This is an optimization exercise on Yosys and OpenROAD, whose aim is small area, a short achievable clock period and few clock cycles per item, not a production implementation. Function was checked by simulation only, so behaviour that the tests miss may differ from the original.

== v39 ==
## sha256_stream_core
module sha256_stream_core (
  input  logic         clk,
  input  logic         rst_n,
  input  logic         blk_valid,
  output logic         blk_ready,
  input  logic [511:0] blk_data,
  input  logic         blk_first,
  input  logic         blk_last,
  output logic         digest_valid,
  input  logic         digest_ready,
  output logic [255:0] digest,
  output logic         error,
  output logic [15:0]  block_count
);
Size: ~6,900 cells after synthesis, ~1,300 flip-flops, about 0.067 mm2 of cells after synthesis.
clock: 11.0 ns
lec_check: 0
cap_margin: 20
core_margin: 2
core_utilization: 55
place_density: 0.7
slew_margin: 20
standard.sh (not shown) runs the stock make flow with config.mk's settings and CLKGATE_MAP_FILE= SYNTH_SCRIPT=/design/flow/synth_recipe.tcl, a recipe that flattens the netlist after the stock synthesis.
==> flow/flow/run.sh <==
#!/bin/bash
# Layout flow: the standard ORFS flow (standard.sh, unchanged synthesis)
# with three changes to how the layout is made:
#  - plain buf_1 port buffers instead of delay cells (every port still gets
#    its own buffer; timing repair may upsize them);
#  - clock tree with larger sink clusters and no dummy loads;
#  - a tighter setup margin for ORFS's timing repair steps, which do not
#    clone gates (a clone added late can be left driving too much load).
# The make output goes to flow_make.log here; each ORFS step keeps its own
# log under orfs/logs/.
set -euo pipefail
bash standard.sh \
  "BUFFER_PORTS_ARGS=-buffer_cell sky130_fd_sc_hd__buf_1" \
  "CTS_ARGS=-sink_clustering_enable -repair_clock_nets -sink_clustering_size 25 -sink_clustering_max_diameter 80 -dont_use_dummy_load" \
  SETUP_SLACK_MARGIN=7.3 \
  SKIP_GATE_CLONING=1 \
  finish > flow_make.log 2>&1
Every stage of the flow completed for v39, and the final layout passed the timing, DRC and antenna checks.
Testbench counts of v39, summed over its fixed seeds: cycles 124,840, blocks 1,920.
Modified inputs, v42 compared to v39
-- flow/flow/run.sh --
<<< v39, line 7
#  - a tighter setup margin for ORFS's timing repair steps, which do not
#    clone gates (a clone added late can be left driving too much load).
>>> v42, line 7
#  - a tighter setup margin for ORFS's timing repair steps.
<<< v39, line 16
  SKIP_GATE_CLONING=1 \
>>> v42, line 15
- The flow for v42 finished, though final verification flagged capacitance limit, slew limit.
- Compared v39 against v42; number of post-CTS setup repair buffers within noise.
- Count of flip-flops with a built-in enable after synthesis: v42 vs v39, no meaningful difference
- v39 and v42 ended up with roughly the same aggregate routed wire length.
- The layout-stage area growth over the synthesis result on v39 is in line with that on v42.
- v42 vs v39: final period demand of the worst path up in v42
#### Input delta (v9 over v42)
Settings: TNS_END_PERCENT newly set to 50.
-- flow/flow/run.sh --
<<< v42, line 7
#  - a tighter setup margin for ORFS's timing repair steps.
>>> v9, line 7
#  - a tighter setup margin for ORFS's timing repair steps, which do not
#    clone gates (a clone added late can be left driving too much load).
<<< v42, line 14
  SETUP_SLACK_MARGIN=7.3 \
>>> v9, line 15
  SETUP_SLACK_MARGIN=7.4 \
  SKIP_GATE_CLONING=1 \
Results
v9 finished every stage and its layout cleared the timing, DRC and antenna checks. Summary of v9 over v42: final setup TNS was more or less identical, fmax went up by 5.2%, initial antenna violation count went up by 25%. Against v42, v9 comes in 67 higher on number of non-clock buffers.
[inputs] v13 vs v9
Settings: TNS_END_PERCENT: 50 -> unset.
-- flow/flow/run.sh --
<<< v9, line 7
#  - a tighter setup margin for ORFS's timing repair steps, which do not
#    clone gates (a clone added late can be left driving too much load).
>>> v13, line 7
#  - a tighter setup margin for ORFS's timing repair steps.
<<< v9, line 15
  SETUP_SLACK_MARGIN=7.4 \
  SKIP_GATE_CLONING=1 \
>>> v13, line 14
  SETUP_SLACK_MARGIN=7.0 \
Notes after the runs:
Summary of v13 over v9: utilization went down 2.3 points; vias per cell went down 0.032. Looking at first-pass GRT wire length, v13 sits about 1.9% below v9. After detailed routing, v9 needs more wire than v13. Changes observed in v13 relative to v9: total area of sequential cells down 190 um2. Setup slack in v13 is smaller than in v9. Critical path depth for v13 is lower than for v9.


== north ==
Starting RTL as in the previous note.
==> flow/config.mk <==
export PLATFORM = sky130hd
export DESIGN_NAME = sha256_stream_core
export DESIGN_NICKNAME = sha256_stream_core
export VERILOG_FILES = /design/flow/design.v
export SDC_FILE = /design/flow/constraint.sdc
export NUM_CORES = 4
export LEC_CHECK = 0
export CAP_MARGIN = 20
export CORE_MARGIN = 2
export CORE_UTILIZATION = 45
export PLACE_DENSITY = 0.6
export SLEW_MARGIN = 20
==> flow/constraint.sdc <==
create_clock -name core_clock -period 11.0 [get_ports {clk}]
set_input_delay 2.2000 -clock core_clock [delete_from_list [all_inputs] [get_ports {clk}]]
set_output_delay 2.2000 -clock core_clock [all_outputs]
set_load 0.01 [all_outputs]
==> flow/flow/run.sh <==
#!/bin/bash
# Layout flow: the standard ORFS flow (standard.sh, unchanged synthesis)
# with three changes to how the layout is made:
#  - plain buf_1 port buffers instead of delay cells (every port still gets
#    its own buffer; timing repair may upsize them);
#  - clock tree with larger sink clusters and no dummy loads;
#  - a tighter setup margin for ORFS's timing repair steps, which do not
#    clone gates (a clone added late can be left driving too much load).
# The make output goes to flow_make.log here; each ORFS step keeps its own
# log under orfs/logs/.
set -euo pipefail
bash standard.sh \
  "BUFFER_PORTS_ARGS=-buffer_cell sky130_fd_sc_hd__buf_1" \
  "CTS_ARGS=-sink_clustering_enable -repair_clock_nets -sink_clustering_size 25 -sink_clustering_max_diameter 80 -dont_use_dummy_load" \
  SETUP_SLACK_MARGIN=7.3 \
  SKIP_GATE_CLONING=1 \
  finish > flow_make.log 2>&1
Testbench counts of north, summed over its fixed seeds: cycles 124,840, blocks 1,920.
Modified inputs, south compared to north
Settings: PLACE_DENSITY now 0.8, was 0.6; CORE_UTILIZATION now 60, was 45.
-- flow/flow/run.sh --
<<< north, line 13
  "BUFFER_PORTS_ARGS=-buffer_cell sky130_fd_sc_hd__buf_1" \
  "CTS_ARGS=-sink_clustering_enable -repair_clock_nets -sink_clustering_size 25 -sink_clustering_max_diameter 80 -dont_use_dummy_load" \
  SETUP_SLACK_MARGIN=7.3 \
  SKIP_GATE_CLONING=1 \
  finish > flow_make.log 2>&1
>>> south, line 13
  "BUFFER_PORTS_ARGS=-buffer_cell sky130_fd_sc_hd__buf_1" \
  "CTS_ARGS=-sink_clustering_enable -repair_clock_nets -sink_clustering_size 25 -sink_clustering_max_diameter 80 -dont_use_dummy_load" \
  SETUP_SLACK_MARGIN=7.2 \
  SKIP_GATE_CLONING=1 \
  finish > flow_make.log 2>&1
### Flow results
[compare] base=north new=south: clock skew -0.021 ns, final critical delay including setup and external delays +0.099 ns, utilization after layout +16 points, met3 wire length +34%.

-- static timing again, ports no longer ideal --
Ports are ideal in the flow. The routed layouts listed here were re-timed in OpenROAD.
Step 1 sets driving cells, clkbuf_16 on the clock port and buf_2 on the other inputs (assumed; they add their load-dependent delay and slew).
Step 2 times the ports against the registers' clock, not the clock port: input delays grow and output delays shrink by t, the midpoint of the rising clock arrivals with the driver on.
Slacks: no drivers / after step 1 / after step 2; pairs: no drivers / after step 1.
run | t, ns | setup WS [ns] | worst setup path at the end | worst register clock-pin slew, ns | pins driven straight from the clock port
v39 | 0.756 | 7.229 / 7.178 / 7.229 | register to register | 0.11 / 0.11 | 1
v42 | 0.756 | 7.041 / 7.041 / 7.041 | register to register | 0.11 / 0.11 | 1
v9 | 0.750 | 7.238 / 7.198 / 7.238 | register to register | 0.10 / 0.10 | 1
v13 | 0.742 | 6.967 / 6.967 / 6.967 | register to register | 0.11 / 0.11 | 1
north | 0.781 | 7.190 / 7.145 / 7.190 | register to register | 0.11 / 0.11 | 1
south | 0.733 | 7.091 / 7.013 / 7.100 | register to register | 0.11 / 0.11 | 1
